Context: an optimization exercise on an open-source flow, tuned for small area, a short achievable clock period and few clock cycles per item. The choices shown serve that exercise and are no tape-out recipe. RTL that was checked went through simulation tests only; none was proved equivalent to the original.

==> inputs of job 1448 <==
Design pow_stream, start of the top module:
module pow_stream #(
  parameter int DATA_W = 32,
  parameter int EXP_W  = 3,
  parameter int ID_W   = 1
) (
  input  logic              clk,
  input  logic              aresetn,
  input  logic              s_tvalid,
  output logic              s_tready,
  input  logic [DATA_W-1:0] s_tdata,
  input  logic [EXP_W-1:0]  s_texp,
  input  logic [ID_W-1:0]   s_tid,
  input  logic              s_tlast,
  output logic              m_tvalid,
  input  logic              m_tready,
  output logic [DATA_W-1:0] m_tdata,
  output logic [ID_W-1:0]   m_tid,
  output logic              m_tlast,
  output logic              m_tovf
);
clock: 7.6 ns
lec_check: 0
cap_margin: 20
core_margin: 2
core_utilization: 40
setup_slack_margin: 3.0
slew_margin: 20
tns_end_percent: 0
run.sh (not shown) runs the stock make flow with config.mk's settings and CLKGATE_MAP_FILE= SYNTH_SCRIPT=/design/flow/synth_recipe.tcl, a recipe that flattens the netlist after the stock synthesis.
==> job 2833 (differences from job 1448) <==
--- a/flow/config.mk
+++ b/flow/config.mk
@@ -9,5 +9,5 @@
 export CORE_MARGIN = 2
 export CORE_UTILIZATION = 40
-export SETUP_SLACK_MARGIN = 3.0
+export SETUP_SLACK_MARGIN = 1.0
 export SLEW_MARGIN = 20
 export TNS_END_PERCENT = 0
==> job 522 (differences from job 1448) <==
--- a/flow/config.mk
+++ b/flow/config.mk
@@ -9,5 +9,3 @@
 export CORE_MARGIN = 2
 export CORE_UTILIZATION = 40
-export SETUP_SLACK_MARGIN = 3.0
 export SLEW_MARGIN = 20
-export TNS_END_PERCENT = 0
==> job 1574 (differences from job 1448) <==
--- a/flow/config.mk
+++ b/flow/config.mk
@@ -9,5 +9,5 @@
 export CORE_MARGIN = 2
 export CORE_UTILIZATION = 40
-export SETUP_SLACK_MARGIN = 3.0
+export SETUP_SLACK_MARGIN = 2.0
 export SLEW_MARGIN = 20
 export TNS_END_PERCENT = 0
==> comparison <==
In clock skew, job 522 and job 1574 hardly differ.
In critical path depth, job 2833 and job 522 do not differ.
In sequential cell count, job 1448 and job 1574 do not differ.
Job 1574 produced a clean layout. Job 2833 finished clean. Job 1448 produced a clean layout. Job 522 completed with no timing, DRC or antenna violations.
Of job 2833 and job 1448, job 1448 has the higher hold slack (gap 0.0063 ns).
Final cell count is about the same in job 1574 and job 522.
In synthesized cell count, job 1574 and job 522 do not differ.
No functional check of the RTL was part of any run of this note.

---

==> v4 <==
pow_stream, a different RTL version from the one above (not shown whole).
clock: 7.6 ns
lec_check: 0
cap_margin: 20
core_margin: 2
core_utilization: 40
setup_slack_margin: 3.5
slew_margin: 20
tns_end_percent: 0
==> v23: changes against v4 <==
--- a/flow/design.v
+++ b/flow/design.v
@@ -49,21 +49,21 @@
   logic [DATA_W-1:0] c_s0, c_s1;  
   logic [1:0]        c_t;         
   logic [DATA_W-1:0] c_x;
   logic [1:0]        c_ops;
   logic [2:0]        c_sel;
   logic [1:0]        c_tk;
   logic [ID_W-1:0]   c_id;
   logic              c_last;
-  logic              h_v    [2];
-  logic [DATA_W-1:0] h_data [2];
-  logic [1:0]        h_tk   [2];
-  logic [ID_W-1:0]   h_id   [2];
-  logic              h_last [2];
+  logic              h_v;
+  logic [DATA_W-1:0] h_data;
+  logic [1:0]        h_tk;
+  logic [ID_W-1:0]   h_id;
+  logic              h_last;
   logic              o_v;
   logic [DATA_W-1:0] o_data;
   logic [ID_W-1:0]   o_id;
   logic              o_last;
   logic [1:0]        t_in, t_out;
   logic [ND-1:0]     mm_op, mm_on, mm_tp, mm_tn;
   logic [DATA_W-1:0] mm_a, mm_r0, mm_r1, mm_s0, mm_s1, mm_y;
   logic [1:0]        mm_t, mm_st;   
@@ -2558,70 +2558,63 @@
   assign mm_n1239 = mm_n1048 ^ mm_n1200;
   assign mm_n1240 = mm_n1049 ^ mm_n1202;
   assign mm_n1241 = mm_n1050 ^ mm_n1204;
   assign mm_n1242 = mm_n1051 ^ mm_n1206;
   assign mm_n1243 = mm_n1052 ^ mm_n1208;
   assign mm_n1244 = mm_n1053 ^ mm_n1210;
   assign mm_n1245 = mm_n1244 ^ (^mm_st);
   assign mm_y = {mm_n1245, mm_n1243, mm_n1242, mm_n1241, mm_n1240, mm_n1239, mm_n1238, mm_n1237, mm_n1236, mm_n1235, mm_n1234, mm_n1233, mm_n1232, mm_n1231, mm_n1230, mm_n1229, mm_n1228, mm_n1227, mm_n1226, mm_n1225, mm_n1224, mm_n1223, mm_n1222, mm_n1221, mm_n1220, mm_n1219, mm_n1218, mm_n1217, mm_n1216, mm_n1215, mm_n1214, mm_n1022};
-  logic              w_o_free, w_fin, w_c_to_o, w_c_to_h, w_c_nop, w_take;
-  logic [1:0]        w_h_to_o, w_c_to_hi;
+  logic              w_o_free, w_fin, w_c_to_o, w_h_to_o, w_c_to_h, w_c_nop, w_take;
   logic [DATA_W-1:0] w_prod;
   logic [1:0]        w_ops;
   logic [2:0]        w_sel;
   assign mm_op  = a_enc[ND-1:0];
   assign mm_on  = a_enc[2*ND-1:ND];
   assign mm_tp  = a_enc[3*ND-1:2*ND];
   assign mm_tn  = a_enc[4*ND-1:3*ND];
   assign mm_a   = a_mc;
   assign mm_s0  = c_s0;
   assign mm_s1  = c_s1;
   assign mm_st  = c_t;
   assign w_prod = mm_y;
   assign w_o_free = ~o_v | m_tready;
   assign w_fin    = c_v & (c_ops == 2'd0);
-  assign w_h_to_o[0] = h_v[0] & (h_tk[0] == t_out) & w_o_free;
-  assign w_h_to_o[1] = h_v[1] & (h_tk[1] == t_out) & w_o_free;
+  assign w_h_to_o = h_v & (h_tk == t_out) & w_o_free;
   assign w_c_to_o = w_fin & (c_tk == t_out) & w_o_free;
-  assign w_c_to_h = w_fin & ~w_c_to_o & ~(h_v[0] & h_v[1]);
-  assign w_c_to_hi[0] = w_c_to_h & ~h_v[0];
-  assign w_c_to_hi[1] = w_c_to_h & h_v[0];
+  assign w_c_to_h = w_fin & ~w_c_to_o & ~h_v;
   assign w_c_nop  = w_fin & ~w_c_to_o & ~w_c_to_h;
-  assign s_tready = aresetn & (~c_v | (w_fin & (~(h_v[0] & h_v[1]) | w_c_to_o)));
+  assign s_tready = aresetn & (~c_v | (w_fin & (~h_v | w_c_to_o)));
   assign w_take   = s_tvalid & s_tready;
   always_comb begin
     case (s_texp)
       3'd3:    begin w_ops = 2'd1; w_sel = 3'b001; end
       3'd4:    begin w_ops = 2'd1; w_sel = 3'b000; end
       3'd5:    begin w_ops = 2'd2; w_sel = 3'b010; end
       3'd6:    begin w_ops = 2'd2; w_sel = 3'b001; end
       3'd7:    begin w_ops = 2'd3; w_sel = 3'b101; end
       default: begin w_ops = 2'd0; w_sel = 3'b000; end
     endcase
   end
   always_ff @(posedge clk or negedge aresetn) begin
     if (!aresetn) begin
       a_v   <= 1'b0;
       c_v   <= 1'b0;
-      h_v[0] <= 1'b0;
-      h_v[1] <= 1'b0;
+      h_v   <= 1'b0;
       o_v   <= 1'b0;
       t_in  <= 2'd0;
       t_out <= 2'd0;
     end else begin
       c_v   <= a_v;
       a_v   <= (c_v & ~w_fin) | w_c_nop | w_take;
       if (w_take) t_in <= t_in + 2'd1;
-      if (w_c_to_o || (|w_h_to_o)) t_out <= t_out + 2'd1;
-      for (int i = 0; i < 2; i++) begin
-        if (w_c_to_hi[i])     h_v[i] <= 1'b1;
-        else if (w_h_to_o[i]) h_v[i] <= 1'b0;
-      end
-      if (w_c_to_o || (|w_h_to_o)) o_v <= 1'b1;
+      if (w_c_to_o || w_h_to_o) t_out <= t_out + 2'd1;
+      if (w_c_to_h)      h_v <= 1'b1;
+      else if (w_h_to_o) h_v <= 1'b0;
+      if (w_c_to_o || w_h_to_o) o_v <= 1'b1;
       else if (m_tready)        o_v <= 1'b0;
     end
   end
   always_ff @(posedge clk) begin
     c_s0   <= mm_r0;
     c_s1   <= mm_r1;
     c_t    <= mm_t;
     c_x    <= a_x;
@@ -2652,32 +2645,26 @@
       a_id   <= s_tid;
       a_last <= s_tlast;
     end else begin
       a_x    <= c_x;
       a_tk   <= c_tk;
       a_id   <= c_id;
       a_last <= c_last;
     end
-    for (int i = 0; i < 2; i++) begin
-      if (w_c_to_hi[i]) begin
-        h_data[i] <= w_prod;
-        h_tk[i]   <= c_tk;
-        h_id[i]   <= c_id;
-        h_last[i] <= c_last;
-      end
+    if (w_c_to_h) begin
+      h_data <= w_prod;
+      h_tk   <= c_tk;
+      h_id   <= c_id;
+      h_last <= c_last;
     end
-    if (w_h_to_o[0]) begin
-      o_data <= h_data[0];
-      o_id   <= h_id[0];
-      o_last <= h_last[0];
-    end else if (w_h_to_o[1]) begin
-      o_data <= h_data[1];
-      o_id   <= h_id[1];
-      o_last <= h_last[1];
+    if (w_h_to_o) begin
+      o_data <= h_data;
+      o_id   <= h_id;
+      o_last <= h_last;
     end else if (w_c_to_o) begin
       o_data <= w_prod;
       o_id   <= c_id;
       o_last <= c_last;
     end
   end
   assign m_tvalid = o_v;
   assign m_tdata  = o_data;
- ABC_AREA: unset -> 1
- SETUP_SLACK_MARGIN: 3.5 -> 4.5
==> v1: changes against v4 <==
--- a/flow/design.v
+++ b/flow/design.v
@@ -49,21 +49,21 @@
   logic [DATA_W-1:0] c_s0, c_s1;  
   logic [1:0]        c_t;         
   logic [DATA_W-1:0] c_x;
   logic [1:0]        c_ops;
   logic [2:0]        c_sel;
   logic [1:0]        c_tk;
   logic [ID_W-1:0]   c_id;
   logic              c_last;
-  logic              h_v    [2];
-  logic [DATA_W-1:0] h_data [2];
-  logic [1:0]        h_tk   [2];
-  logic [ID_W-1:0]   h_id   [2];
-  logic              h_last [2];
+  logic              h_v;
+  logic [DATA_W-1:0] h_data;
+  logic [1:0]        h_tk;
+  logic [ID_W-1:0]   h_id;
+  logic              h_last;
   logic              o_v;
   logic [DATA_W-1:0] o_data;
   logic [ID_W-1:0]   o_id;
   logic              o_last;
   logic [1:0]        t_in, t_out;
   logic [ND-1:0]     mm_op, mm_on, mm_tp, mm_tn;
   logic [DATA_W-1:0] mm_a, mm_r0, mm_r1, mm_s0, mm_s1, mm_y;
   logic [1:0]        mm_t, mm_st;   
@@ -2558,70 +2558,63 @@
   assign mm_n1239 = mm_n1048 ^ mm_n1200;
   assign mm_n1240 = mm_n1049 ^ mm_n1202;
   assign mm_n1241 = mm_n1050 ^ mm_n1204;
   assign mm_n1242 = mm_n1051 ^ mm_n1206;
   assign mm_n1243 = mm_n1052 ^ mm_n1208;
   assign mm_n1244 = mm_n1053 ^ mm_n1210;
   assign mm_n1245 = mm_n1244 ^ (^mm_st);
   assign mm_y = {mm_n1245, mm_n1243, mm_n1242, mm_n1241, mm_n1240, mm_n1239, mm_n1238, mm_n1237, mm_n1236, mm_n1235, mm_n1234, mm_n1233, mm_n1232, mm_n1231, mm_n1230, mm_n1229, mm_n1228, mm_n1227, mm_n1226, mm_n1225, mm_n1224, mm_n1223, mm_n1222, mm_n1221, mm_n1220, mm_n1219, mm_n1218, mm_n1217, mm_n1216, mm_n1215, mm_n1214, mm_n1022};
-  logic              w_o_free, w_fin, w_c_to_o, w_c_to_h, w_c_nop, w_take;
-  logic [1:0]        w_h_to_o, w_c_to_hi;
+  logic              w_o_free, w_fin, w_c_to_o, w_h_to_o, w_c_to_h, w_c_nop, w_take;
   logic [DATA_W-1:0] w_prod;
   logic [1:0]        w_ops;
   logic [2:0]        w_sel;
   assign mm_op  = a_enc[ND-1:0];
   assign mm_on  = a_enc[2*ND-1:ND];
   assign mm_tp  = a_enc[3*ND-1:2*ND];
   assign mm_tn  = a_enc[4*ND-1:3*ND];
   assign mm_a   = a_mc;
   assign mm_s0  = c_s0;
   assign mm_s1  = c_s1;
   assign mm_st  = c_t;
   assign w_prod = mm_y;
   assign w_o_free = ~o_v | m_tready;
   assign w_fin    = c_v & (c_ops == 2'd0);
-  assign w_h_to_o[0] = h_v[0] & (h_tk[0] == t_out) & w_o_free;
-  assign w_h_to_o[1] = h_v[1] & (h_tk[1] == t_out) & w_o_free;
+  assign w_h_to_o = h_v & (h_tk == t_out) & w_o_free;
   assign w_c_to_o = w_fin & (c_tk == t_out) & w_o_free;
-  assign w_c_to_h = w_fin & ~w_c_to_o & ~(h_v[0] & h_v[1]);
-  assign w_c_to_hi[0] = w_c_to_h & ~h_v[0];
-  assign w_c_to_hi[1] = w_c_to_h & h_v[0];
+  assign w_c_to_h = w_fin & ~w_c_to_o & ~h_v;
   assign w_c_nop  = w_fin & ~w_c_to_o & ~w_c_to_h;
-  assign s_tready = aresetn & (~c_v | (w_fin & (~(h_v[0] & h_v[1]) | w_c_to_o)));
+  assign s_tready = aresetn & (~c_v | (w_fin & (~h_v | w_c_to_o)));
   assign w_take   = s_tvalid & s_tready;
   always_comb begin
     case (s_texp)
       3'd3:    begin w_ops = 2'd1; w_sel = 3'b001; end
       3'd4:    begin w_ops = 2'd1; w_sel = 3'b000; end
       3'd5:    begin w_ops = 2'd2; w_sel = 3'b010; end
       3'd6:    begin w_ops = 2'd2; w_sel = 3'b001; end
       3'd7:    begin w_ops = 2'd3; w_sel = 3'b101; end
       default: begin w_ops = 2'd0; w_sel = 3'b000; end
     endcase
   end
   always_ff @(posedge clk or negedge aresetn) begin
     if (!aresetn) begin
       a_v   <= 1'b0;
       c_v   <= 1'b0;
-      h_v[0] <= 1'b0;
-      h_v[1] <= 1'b0;
+      h_v   <= 1'b0;
       o_v   <= 1'b0;
       t_in  <= 2'd0;
       t_out <= 2'd0;
     end else begin
       c_v   <= a_v;
       a_v   <= (c_v & ~w_fin) | w_c_nop | w_take;
       if (w_take) t_in <= t_in + 2'd1;
-      if (w_c_to_o || (|w_h_to_o)) t_out <= t_out + 2'd1;
-      for (int i = 0; i < 2; i++) begin
-        if (w_c_to_hi[i])     h_v[i] <= 1'b1;
-        else if (w_h_to_o[i]) h_v[i] <= 1'b0;
-      end
-      if (w_c_to_o || (|w_h_to_o)) o_v <= 1'b1;
+      if (w_c_to_o || w_h_to_o) t_out <= t_out + 2'd1;
+      if (w_c_to_h)      h_v <= 1'b1;
+      else if (w_h_to_o) h_v <= 1'b0;
+      if (w_c_to_o || w_h_to_o) o_v <= 1'b1;
       else if (m_tready)        o_v <= 1'b0;
     end
   end
   always_ff @(posedge clk) begin
     c_s0   <= mm_r0;
     c_s1   <= mm_r1;
     c_t    <= mm_t;
     c_x    <= a_x;
@@ -2652,32 +2645,26 @@
       a_id   <= s_tid;
       a_last <= s_tlast;
     end else begin
       a_x    <= c_x;
       a_tk   <= c_tk;
       a_id   <= c_id;
       a_last <= c_last;
     end
-    for (int i = 0; i < 2; i++) begin
-      if (w_c_to_hi[i]) begin
-        h_data[i] <= w_prod;
-        h_tk[i]   <= c_tk;
-        h_id[i]   <= c_id;
-        h_last[i] <= c_last;
-      end
+    if (w_c_to_h) begin
+      h_data <= w_prod;
+      h_tk   <= c_tk;
+      h_id   <= c_id;
+      h_last <= c_last;
     end
-    if (w_h_to_o[0]) begin
-      o_data <= h_data[0];
-      o_id   <= h_id[0];
-      o_last <= h_last[0];
-    end else if (w_h_to_o[1]) begin
-      o_data <= h_data[1];
-      o_id   <= h_id[1];
-      o_last <= h_last[1];
+    if (w_h_to_o) begin
+      o_data <= h_data;
+      o_id   <= h_id;
+      o_last <= h_last;
     end else if (w_c_to_o) begin
       o_data <= w_prod;
       o_id   <= c_id;
       o_last <= c_last;
     end
   end
   assign m_tvalid = o_v;
   assign m_tdata  = o_data;
- SETUP_SLACK_MARGIN: 3.5 -> 4.5
==> notes <==
- v23 finished clean. v1 finished with timing, DRC and antenna clean. v4 produced a clean layout.
- Setup slack, lowest first: v23, v4, v1.
- Clock-buffer cell count: v4 is lower than v23 (7).
- Non-clock buffer count, lowest first: v1, v4, v23.
- Of v1 and v23, v23 has the higher global-route usage (gap 6.9 points).
- Clock skew, lowest first: v23, v1, v4.
- The highest utilization belongs to v23, the lowest to v1.
- Worst hold slack: v23 > v4 > v1.
Testbench counts of v23, summed over its fixed seeds: cycles 18,241, items 8,000.
Testbench counts of v1, summed over its fixed seeds: cycles 18,241, items 8,000.
Only the layout flow was run in v4; the RTL was not checked for function there.

what the ideal ports hide:
How much do the figures lean on ideal ports? The routed layouts below were timed once more, with nothing changed but the port constraints. Step 1: set_driving_cell puts a clkbuf_16 on clk and a buf_2 on each other input, an assumption about the parent block. Step 2 adds t to the input delays and takes it off the output delays; t is the mean of the earliest and latest rising clock arrival at the registers after step 1. Input paths then give back, and output paths get back, about the clock's delay inside the block. Slacks: ideal / step 1 / step 2; pairs: ideal / step 1.
run	shift t [ns]	slack for setup (ns)	worst hold slack (ns)	latest minus earliest clock arrival (ns)	worst register clock-pin slew, ns
job 1448	0.613	2.940 / 2.936 / 2.936	0.326 / 0.326 / 0.326	0.026 / 0.027	0.07 / 0.07
job 2833	0.619	1.998 / 1.998 / 1.998	0.320 / 0.320 / 0.320	0.035 / 0.035	0.07 / 0.07
job 522	0.619	1.998 / 1.998 / 1.998	0.320 / 0.320 / 0.320	0.035 / 0.035	0.07 / 0.07
job 1574	0.617	2.323 / 2.323 / 2.323	0.320 / 0.320 / 0.320	0.033 / 0.033	0.07 / 0.07
v4	0.619	3.481 / 3.481 / 2.932	0.318 / 0.318 / 0.318	0.030 / 0.030	0.07 / 0.07
v23	0.651	3.452 / 3.452 / 3.091	0.325 / 0.325 / 0.325	0.020 / 0.020	0.07 / 0.07
v1	0.615	3.515 / 3.515 / 3.278	0.312 / 0.312 / 0.312	0.025 / 0.025	0.07 / 0.07
After both steps setup and hold are still met in every run listed. For v4, which loses most, drivers alone change the setup slack by 0.000 ns; drivers and shift together by -0.549 ns.
